Source: an optimization exercise on an open RTL-to-GDS flow (aim: small area and a short achievable clock period). Production flows keep margins and buffers that such runs may drop.
No functional check of the RTL was part of this run.
Power is estimated from default activity; no workload was simulated.

$ cat design/flow/flow/extra.txt
BUFFER_PORTS_ARGS=-buffer_cell sky130_fd_sc_hd__buf_2
$ cat design/flow/config.mk
export PLATFORM = sky130hd
export DESIGN_NAME = divTop
export DESIGN_NICKNAME = divTop
export VERILOG_FILES = /design/flow/design.v
export SDC_FILE = /design/flow/constraint.sdc
export NUM_CORES = 4
export LEC_CHECK = 0
export CAP_MARGIN = 20
export CORE_MARGIN = 2
export CORE_UTILIZATION = 40
export CTS_BUF_LIST = sky130_fd_sc_hd__clkbuf_16
export CTS_CLUSTER_DIAMETER = 150
export CTS_CLUSTER_SIZE = 30
export SLEW_MARGIN = 20
$ cat design/flow/flow/run.sh
#!/bin/bash
# Standard layout (the standard.sh), with timing repair aiming a few ns below the clock
# period (flow/margin.txt, passed as SETUP_SLACK_MARGIN) and any extra ORFS make variables
# listed one per line in flow/extra.txt. The whole output goes to standard_flow.log here.
set -euo pipefail
cd "$(dirname "$0")/.."
MARGIN=$(cat flow/margin.txt)
ARGS=()
if [[ -f flow/extra.txt ]]; then
  while IFS= read -r line; do
    [[ -n "$line" ]] && ARGS+=("$line")
  done < flow/extra.txt
fi
bash standard.sh "SETUP_SLACK_MARGIN=$MARGIN" "${ARGS[@]}" finish > standard_flow.log 2>&1
$ cat design/flow/standard.sh
#!/bin/bash
# synth_recipe.tcl (not shown) runs the flow's synth.tcl, then flattens the netlist and writes it again
# the make line also repeats each setting of config.mk as NAME=value (left out here)
make -C /OpenROAD-flow-scripts/flow DESIGN_CONFIG=/design/flow/config.mk WORK_HOME=/design/flow/orfs CLKGATE_MAP_FILE= SYNTH_SCRIPT=/design/flow/synth_recipe.tcl "${@:-finish}"
$ cat design/flow/design.v
`timescale 1ns/1ps
module divTop (
    input  logic        clk,
    input  logic        arstN,
    input  logic        inValid,
    input  logic [15:0] dividend,
    input  logic [15:0] divisor,
    output logic        outValid,
    output logic [15:0] quotient,
    output logic [15:0] remainder,
    output logic        err
);
    logic [14:0] am_c, dm_c;
    logic        neg_c, err_c;
    assign am_c  = dividend[15] ? (~dividend[14:0] + 15'd1) : dividend[14:0];
    assign dm_c  = divisor[15] ? (~divisor[14:0] + 15'd1) : divisor[14:0];
    assign neg_c = dividend[15] ^ divisor[15];
    assign err_c = (dividend == 16'h8000) || (divisor[14:0] == 15'd0);
    logic [14:0] ar_1;
    assign ar_1 = am_c[14:0];
    logic v_1;
    always_ff @(posedge clk or negedge arstN)
        if (!arstN) v_1 <= 1'b0;
        else        v_1 <= inValid;
    logic [14:0] d_1;
    logic [14:0] a_1;
    logic [0:0] neg_1;
    logic [0:0] err_1;
    always_ff @(posedge clk) begin
        d_1 <= dm_c;
        a_1 <= ar_1;
        neg_1 <= neg_c;
        err_1 <= err_c;
    end
    logic [0:0] s0;
    assign s0 = a_1[14];
    logic [1:0] t0;
    assign t0 = {1'b0, s0} - {1'b0, d_1[0:0]};
    logic qb0;
    assign qb0 = ~t0[1] & (d_1[14:1] == 14'd0);
    logic [0:0] r0;
    assign r0 = qb0 ? t0[0:0] : s0;
    logic [0:0] qs0;
    assign qs0 = qb0;
    logic [1:0] s1;
    assign s1 = {r0, a_1[13]};
    logic [2:0] t1;
    assign t1 = {1'b0, s1} - {1'b0, d_1[1:0]};
    logic qb1;
    assign qb1 = ~t1[2] & (d_1[14:2] == 13'd0);
    logic [1:0] r1;
    assign r1 = qb1 ? t1[1:0] : s1;
    logic [1:0] qs1;
    assign qs1 = {qs0, qb1};
    logic [2:0] s2;
    assign s2 = {r1, a_1[12]};
    logic [3:0] t2;
    assign t2 = {1'b0, s2} - {1'b0, d_1[2:0]};
    logic qb2;
    assign qb2 = ~t2[3] & (d_1[14:3] == 12'd0);
    logic [2:0] r2;
    assign r2 = qb2 ? t2[2:0] : s2;
    logic [2:0] qs2;
    assign qs2 = {qs1, qb2};
    logic [11:0] ar_2;
    assign ar_2 = a_1[11:0];
    logic v_2;
    always_ff @(posedge clk or negedge arstN)
        if (!arstN) v_2 <= 1'b0;
        else        v_2 <= v_1;
    logic [14:0] d_2;
    logic [11:0] a_2;
    logic [2:0] q_2;
    logic [2:0] r_2;
    logic [0:0] neg_2;
    logic [0:0] err_2;
    always_ff @(posedge clk) begin
        d_2 <= d_1;
        a_2 <= ar_2;
        q_2 <= qs2;
        r_2 <= r2;
        neg_2 <= neg_1;
        err_2 <= err_1;
    end
    logic [3:0] s3;
    assign s3 = {r_2, a_2[11]};
    logic [4:0] t3;
    assign t3 = {1'b0, s3} - {1'b0, d_2[3:0]};
    logic qb3;
    assign qb3 = ~t3[4] & (d_2[14:4] == 11'd0);
    logic [3:0] r3;
    assign r3 = qb3 ? t3[3:0] : s3;
    logic [3:0] qs3;
    assign qs3 = {q_2, qb3};
    logic [4:0] s4;
    assign s4 = {r3, a_2[10]};
    logic [5:0] t4;
    assign t4 = {1'b0, s4} - {1'b0, d_2[4:0]};
    logic qb4;
    assign qb4 = ~t4[5] & (d_2[14:5] == 10'd0);
    logic [4:0] r4;
    assign r4 = qb4 ? t4[4:0] : s4;
    logic [4:0] qs4;
    assign qs4 = {qs3, qb4};
    logic [9:0] ar_3;
    assign ar_3 = a_2[9:0];
    logic v_3;
    always_ff @(posedge clk or negedge arstN)
        if (!arstN) v_3 <= 1'b0;
        else        v_3 <= v_2;
    logic [14:0] d_3;
    logic [9:0] a_3;
    logic [4:0] q_3;
    logic [4:0] r_3;
    logic [0:0] neg_3;
    logic [0:0] err_3;
    always_ff @(posedge clk) begin
        d_3 <= d_2;
        a_3 <= ar_3;
        q_3 <= qs4;
        r_3 <= r4;
        neg_3 <= neg_2;
        err_3 <= err_2;
    end
    logic [5:0] s5;
    assign s5 = {r_3, a_3[9]};
    logic [6:0] t5;
    assign t5 = {1'b0, s5} - {1'b0, d_3[5:0]};
    logic qb5;
    assign qb5 = ~t5[6] & (d_3[14:6] == 9'd0);
    logic [5:0] r5;
    assign r5 = qb5 ? t5[5:0] : s5;
    logic [5:0] qs5;
    assign qs5 = {q_3, qb5};
    logic [6:0] s6;
    assign s6 = {r5, a_3[8]};
    logic [7:0] t6;
    assign t6 = {1'b0, s6} - {1'b0, d_3[6:0]};
    logic qb6;
    assign qb6 = ~t6[7] & (d_3[14:7] == 8'd0);
    logic [6:0] r6;
    assign r6 = qb6 ? t6[6:0] : s6;
    logic [6:0] qs6;
    assign qs6 = {qs5, qb6};
    logic [7:0] ar_4;
    assign ar_4 = a_3[7:0];
    logic v_4;
    always_ff @(posedge clk or negedge arstN)
        if (!arstN) v_4 <= 1'b0;
        else        v_4 <= v_3;
    logic [14:0] d_4;
    logic [7:0] a_4;
    logic [6:0] q_4;
    logic [6:0] r_4;
    logic [0:0] neg_4;
    logic [0:0] err_4;
    always_ff @(posedge clk) begin
        d_4 <= d_3;
        a_4 <= ar_4;
        q_4 <= qs6;
        r_4 <= r6;
        neg_4 <= neg_3;
        err_4 <= err_3;
    end
    logic [7:0] s7;
    assign s7 = {r_4, a_4[7]};
    logic [8:0] t7;
    assign t7 = {1'b0, s7} - {1'b0, d_4[7:0]};
    logic qb7;
    assign qb7 = ~t7[8] & (d_4[14:8] == 7'd0);
    logic [7:0] r7;
    assign r7 = qb7 ? t7[7:0] : s7;
    logic [7:0] qs7;
    assign qs7 = {q_4, qb7};
    logic [8:0] s8;
    assign s8 = {r7, a_4[6]};
    logic [9:0] t8;
    assign t8 = {1'b0, s8} - {1'b0, d_4[8:0]};
    logic qb8;
    assign qb8 = ~t8[9] & (d_4[14:9] == 6'd0);
    logic [8:0] r8;
    assign r8 = qb8 ? t8[8:0] : s8;
    logic [8:0] qs8;
    assign qs8 = {qs7, qb8};
    logic [5:0] ar_5;
    assign ar_5 = a_4[5:0];
    logic v_5;
    always_ff @(posedge clk or negedge arstN)
        if (!arstN) v_5 <= 1'b0;
        else        v_5 <= v_4;
    logic [14:0] d_5;
    logic [5:0] a_5;
    logic [8:0] q_5;
    logic [8:0] r_5;
    logic [0:0] neg_5;
    logic [0:0] err_5;
    always_ff @(posedge clk) begin
        d_5 <= d_4;
        a_5 <= ar_5;
        q_5 <= qs8;
        r_5 <= r8;
        neg_5 <= neg_4;
        err_5 <= err_4;
    end
    logic [9:0] s9;
    assign s9 = {r_5, a_5[5]};
    logic [10:0] t9;
    assign t9 = {1'b0, s9} - {1'b0, d_5[9:0]};
    logic qb9;
    assign qb9 = ~t9[10] & (d_5[14:10] == 5'd0);
    logic [9:0] r9;
    assign r9 = qb9 ? t9[9:0] : s9;
    logic [9:0] qs9;
    assign qs9 = {q_5, qb9};
    logic [10:0] s10;
    assign s10 = {r9, a_5[4]};
    logic [11:0] t10;
    assign t10 = {1'b0, s10} - {1'b0, d_5[10:0]};
    logic qb10;
    assign qb10 = ~t10[11] & (d_5[14:11] == 4'd0);
    logic [10:0] r10;
    assign r10 = qb10 ? t10[10:0] : s10;
    logic [10:0] qs10;
    assign qs10 = {qs9, qb10};
    logic [3:0] ar_6;
    assign ar_6 = a_5[3:0];
    logic v_6;
    always_ff @(posedge clk or negedge arstN)
        if (!arstN) v_6 <= 1'b0;
        else        v_6 <= v_5;
    logic [14:0] d_6;
    logic [3:0] a_6;
    logic [10:0] q_6;
    logic [10:0] r_6;
    logic [0:0] neg_6;
    logic [0:0] err_6;
    always_ff @(posedge clk) begin
        d_6 <= d_5;
        a_6 <= ar_6;
        q_6 <= qs10;
        r_6 <= r10;
        neg_6 <= neg_5;
        err_6 <= err_5;
    end
    logic [11:0] s11;
    assign s11 = {r_6, a_6[3]};
    logic [12:0] t11;
    assign t11 = {1'b0, s11} - {1'b0, d_6[11:0]};
    logic qb11;
    assign qb11 = ~t11[12] & (d_6[14:12] == 3'd0);
    logic [11:0] r11;
    assign r11 = qb11 ? t11[11:0] : s11;
    logic [11:0] qs11;
    assign qs11 = {q_6, qb11};
    logic [12:0] s12;
    assign s12 = {r11, a_6[2]};
    logic [13:0] t12;
    assign t12 = {1'b0, s12} - {1'b0, d_6[12:0]};
    logic qb12;
    assign qb12 = ~t12[13] & (d_6[14:13] == 2'd0);
    logic [12:0] r12;
    assign r12 = qb12 ? t12[12:0] : s12;
    logic [12:0] qs12;
    assign qs12 = {qs11, qb12};
    logic [1:0] ar_7;
    assign ar_7 = a_6[1:0];
    logic v_7;
    always_ff @(posedge clk or negedge arstN)
        if (!arstN) v_7 <= 1'b0;
        else        v_7 <= v_6;
    logic [14:0] d_7;
    logic [1:0] a_7;
    logic [12:0] q_7;
    logic [12:0] r_7;
    logic [0:0] neg_7;
    logic [0:0] err_7;
    always_ff @(posedge clk) begin
        d_7 <= d_6;
        a_7 <= ar_7;
        q_7 <= qs12;
        r_7 <= r12;
        neg_7 <= neg_6;
        err_7 <= err_6;
    end
    logic [13:0] s13;
    assign s13 = {r_7, a_7[1]};
    logic [14:0] t13;
    assign t13 = {1'b0, s13} - {1'b0, d_7[13:0]};
    logic qb13;
    assign qb13 = ~t13[14] & (d_7[14:14] == 1'd0);
    logic [13:0] r13;
    assign r13 = qb13 ? t13[13:0] : s13;
    logic [13:0] qs13;
    assign qs13 = {q_7, qb13};
    logic [14:0] s14;
    assign s14 = {r13, a_7[0]};
    logic [15:0] t14;
    assign t14 = {1'b0, s14} - {1'b0, d_7[14:0]};
    logic qb14;
    assign qb14 = ~t14[15];
    logic [14:0] r14;
    assign r14 = qb14 ? t14[14:0] : s14;
    logic [14:0] qs14;
    assign qs14 = {qs13, qb14};
    logic v_8;
    always_ff @(posedge clk or negedge arstN)
        if (!arstN) v_8 <= 1'b0;
        else        v_8 <= v_7;
    logic [14:0] d_8;
    logic [14:0] q_8;
    logic [14:0] r_8;
    logic [0:0] neg_8;
    logic [0:0] err_8;
    always_ff @(posedge clk) begin
        d_8 <= d_7;
        q_8 <= qs14;
        r_8 <= r14;
        neg_8 <= neg_7;
        err_8 <= err_7;
    end
    logic [15:0] qo_c;
    assign qo_c = neg_8 ? (16'd0 - {1'b0, q_8}) : {1'b0, q_8};
    assign outValid  = v_8;
    assign quotient  = qo_c;
    assign remainder = {1'b0, r_8};
    assign err       = err_8;
endmodule
$ cat design/flow/constraint.sdc
create_clock -name core_clock -period 11.0 [get_ports {clk}]
set_input_delay 2.2000 -clock core_clock [delete_from_list [all_inputs] [get_ports {clk}]]
set_output_delay 2.2000 -clock core_clock [all_outputs]
set_load 0.01 [all_outputs]
$ cat design/flow/flow/margin.txt
7
==> metrics.yaml <==
logic_synthesis:
  syn_inst: 1350
  ys.flop_type: "dfxtp_1"
  synth-compound-area-share_pct: 13.4
  synth_xor_area_share_pct: 6.85
  synth_top_family_by_area: "compound AO/OA/AOI/OAI gates"
  yosys_warnings: 1
  ys_ff_latch: 312
  synth_cell_types: 69
  netlist_area_mm2: 0.0138
  synth.area.mux_share_pct: 6.45
  synth_edf_count: 0
  yosys.area_share.simple_pct: 10.8
  yosysSeqAreaShare_pct: 45.5
  synth_async_sr_flop_share_pct: 2.56
  syn_nets: 1521
  synthAdderAreaFrac_pct: 13.1
  synth_area_per_cell_um2: 10.2
critical_path:
  crit_chain: "or4_4, or4_4, or3_4, o31a_1, buf_2"
  slowest_stage: "or4_4"
  critPathKind: "reg -> out"
  path_max_fanout: 2
  worstSetupStartpointType: "flop"
  crit_top_cell: "or4_4"
  cp-end-kind: "primary output"
  crit_required_ns: 8.80
  slowest_delay_ns: 0.54
  cp.arrival_ns: 2.57
pwr:
  combPwrFrac_pct: 47.0
  p_clk_share_pct: 15.9
  ir_worst_vdd_v: 0.000168
  p_total_mw: 3.62
  p_leak_nw: 7.19
  power_density_mw_per_mm2: 217
  internal-power_mw: 2.38
  p_sw_share_pct: 34.3
  power_frac_seq_pct: 37.1
  switchingPower_mw: 1.24
grt:
  grt_pass1_wl_mm: 45.6
  track_usage_pct: 15.1
  grt_pass1_vias: 9853
  antenna_found_initial: 0
  grt_overflow: 0
  grt_max_degree: 32
routing:
  post-route-drc-count: 0
  wirelength_mm: 27.4
  final_antenna_net_count: 0
  vias: 9716
  first_pass_iters: 5
  wire_per_inst_um: 13.9
  via_per_inst: 4.94
  drt_iter0_markers: 379
timing:
  max_freq_ghz: 0.210
  min_period_ns: 4.77
  clock_skew_ns: 0.0196
  rsz0062_at_grt: "yes"
  tns_ns: 0
  max_slew_margin_pct: 52.0
  max_slew.worst_pin.slew_ns: 0.713
  hold_viol_final: 0
  slew_violations: 0
  finalCritPeriodShare_pct: 43.3
  setup_viol: 0
finish:
  final_cell_count_no_fill: 1966
  diodes: 0
  drive_gt1_share_pct: 26.4
  area_growth_pct: 20.9
  regArea_mm2: 0.00631
  fillers: 3093
  fin_nets: 1681
  multi_input_area_mm2: 0.00791
place:
  routabilityCongestion: 0.819
  hpwl_mm: 19.9
  place_inst: 1859
  port_buffers: 67
floorplan:
  rows: 68
  dieArea_mm2: 0.0360
  die_w_um: 190
  core_area_mm2: 0.0343
  start_util_pct: 40.3
  die_h_um: 190
  ios: 69
clock_network:
  numClockSinks: 312
  clock_latency_ns: 0.51
  cts_buffer_depth: 3
  cts_max_level: 1
  ctsHoldBuffers: 0
  cts-root-buf: "clkbuf_16"
  clk_pin_slew_ns: 0.12
  numCtsBuffers: 14
  cts_tree: "yes"
min_path:
  worst_hold_path_type: "reg -> reg"
outcome:
  status: "timing/DRC/antenna clean"
run:
  timing.max_cap.violations: 0
==> critical path: cells and delay by family, from the launching register on <==
kind	cells	cell delay (ns)
DFF	1	0.33
AOI/OAI and AO/OA	1	0.24
buffers and inverters	1	0.13
and+or+nand+nor	3	1.37
==> final cells by class <==
type	count	area share [%]
timing repair buffer	157	6.37
multi-input combinational	910	47.4
clock inverter	3	0.240
sequential	312	37.8
clock buffer	14	2.10
inverter	115	2.63
tap	455	3.41
==> power groups by stage <==
stage	clock network [mW]	registers [mW]	logic, mW
CTS	0.605	1.35	1.59
floorplan	0	1.36	1.08
global route	0.644	1.36	1.87
detailed placement	0	1.37	1.33
global placement	0	1.37	1.31
finish	0.576	1.34	1.70
==> metrics by stage <==
| step | setup slack [ns] | hold slack (ns) | cell area [um2] | utilization, % |
|---|---|---|---|---|
| 6_report | 6.23 | 0.326 | 16700 | 48.7 |
| 2_1_floorplan | 6.81 | 0.310 | 13900 | - |
| 3_5_place_dp | 5.87 | 0.312 | 14700 | 42.9 |
| 5_1_grt | 6.16 | 0.322 | 16700 | 48.7 |
| 4_1_cts | 6.21 | 0.325 | 16200 | 47.2 |
| 3_3_place_gp | 5.91 | 0.310 | 14700 | 42.9 |
==> path summary, 6_finish.rpt <==
path / end / startpoint / cells past startpoint / slack [ns]
hold / removal: a_7[0] / a_6[0] / 0 / 0.33
max in group asynchronous: v_5 / arstN / 1 / 9.32
setup / recovery: quotient[15] / q_8[6] / 5 / 6.23
hold reg to reg: a_7[0] / a_6[0] / 0 / 0.33
setup reg to reg: r_8[2] / a_7[1] / 20 / 6.72
min in group asynchronous: v_2 / arstN / 1 / 1.52
==> layout by cell type, fill, tap and decap left out, types with 22 or more instances in the layout <==
| cell | synthesis | routed |
|---|---|---|
| mux2_2 | 60 | 47 |
| xnor2_1 | 84 | 83 |
| dfxtp_1 | 304 | 285 |
| o21a_1 | 24 | 22 |
| buf_4 | 2 | 80 |
| xor2_1 | 24 | 24 |
| nor3_1 | 26 | 24 |
| a21oi_1 | 71 | 52 |
| inv_1 | 113 | 105 |
| nand2_1 | 81 | 76 |
| o21ai_0 | 65 | 51 |
| buf_2 | 5 | 68 |
| ha_1 | 122 | 93 |
| nor2_1 | 87 | 80 |
| ha_4 | 0 | 24 |
==> cell families (layout without fill, tap and decap cells) <==
family | after synthesis | in the layout
muxes | 78 | 78
DFF | 312 | 312
adders and majority gates | 136 | 136
AOI/OAI and AO/OA | 276 | 278
xor gates and xnor gates | 108 | 108
other | 1 | 1
buffers and inverters | 130 | 289
and+or+nand+nor | 309 | 309
==> sequential cells by signal, indices dropped and copies added (netlist names), 8 cells and up <==
signal  flops
r_5         9
d_6        15
a_4         8
q_8        15
d_7        15
r_8        15
q_5         9
a_3        10
q_7        13
r_6        11
d_3        15
q_6        11
a_1        15
r_7        13
a_2        12
d_2        15
d_1        15
d_5        15
d_4        15
==> routing by layer <==
metal  part of all wire (%)  GRT usage [%]  wire [um]
met1                     42           16.9      11400
met2                     54           30.1      14700
met3                    2.6           1.51        713
met4                    1.9           3.79        527
met5                      0              0          0
==> synth_stat cells (7+ instances only) <==
master / n / area, um2
dfxtp_1: 304 / 6090
ha_1: 122 / 1530
inv_1: 113 / 424
nor2_1: 87 / 327
xnor2_1: 84 / 736
nand2_1: 81 / 304
a21oi_1: 71 / 355
o21ai_0: 65 / 325
mux2_2: 60 / 676
nor3_1: 26 / 130
o21a_1: 24 / 180
xor2_1: 24 / 210
o31ai_1: 19 / 143
nand3_1: 18 / 90.1
nor2b_1: 18 / 113
nand2b_1: 16 / 100
a21o_1: 15 / 113
fa_1: 14 / 280
or3_1: 12 / 75.1
mux2i_1: 11 / 110
nor4_1: 11 / 68.8
a211oi_1: 9 / 67.6
and3_1: 9 / 56.3
dfrtp_1: 8 / 200
o21bai_1: 8 / 60.1
or4_1: 8 / 60.1
mux2_4: 7 / 105
nand4_1: 7 / 43.8
o211ai_1: 7 / 52.6
==> timing repair <==
item                       4_1_cts  5_1_grt
pin swaps                       52       54
setup endpoints to repair       73       72
cloned                           5        0
resized for setup              132       61
buffers inserted                58       27

## static timing again, ports no longer ideal
The results above use ideal ports. As a check the final layout listed here was re-extracted and re-timed, cells and wires unchanged. Step 1 (the two cells are an assumption about what drives the block):
set clk [get_ports {clk}]
set_driving_cell -lib_cell sky130_fd_sc_hd__clkbuf_16 $clk
set_driving_cell -lib_cell sky130_fd_sc_hd__buf_2 [delete_from_list [all_inputs] $clk]
Step 2, shift: input delay + t, output delay - t, t = (earliest + latest rising clock arrival at the registers) / 2. This alone moves slack from input paths to output paths. a / b / c = ideal / step 1 / step 2; a / b = the first two.
shift t [ns]: 0.546
setup WS [ns]: 6.234 / 6.183 / 6.720
hold slack, ns: 0.326 / 0.326 / 0.326
After both steps setup and hold are still met in this run. The setup slack of this run moves by -0.051 ns with the drivers and by +0.486 ns with both steps.
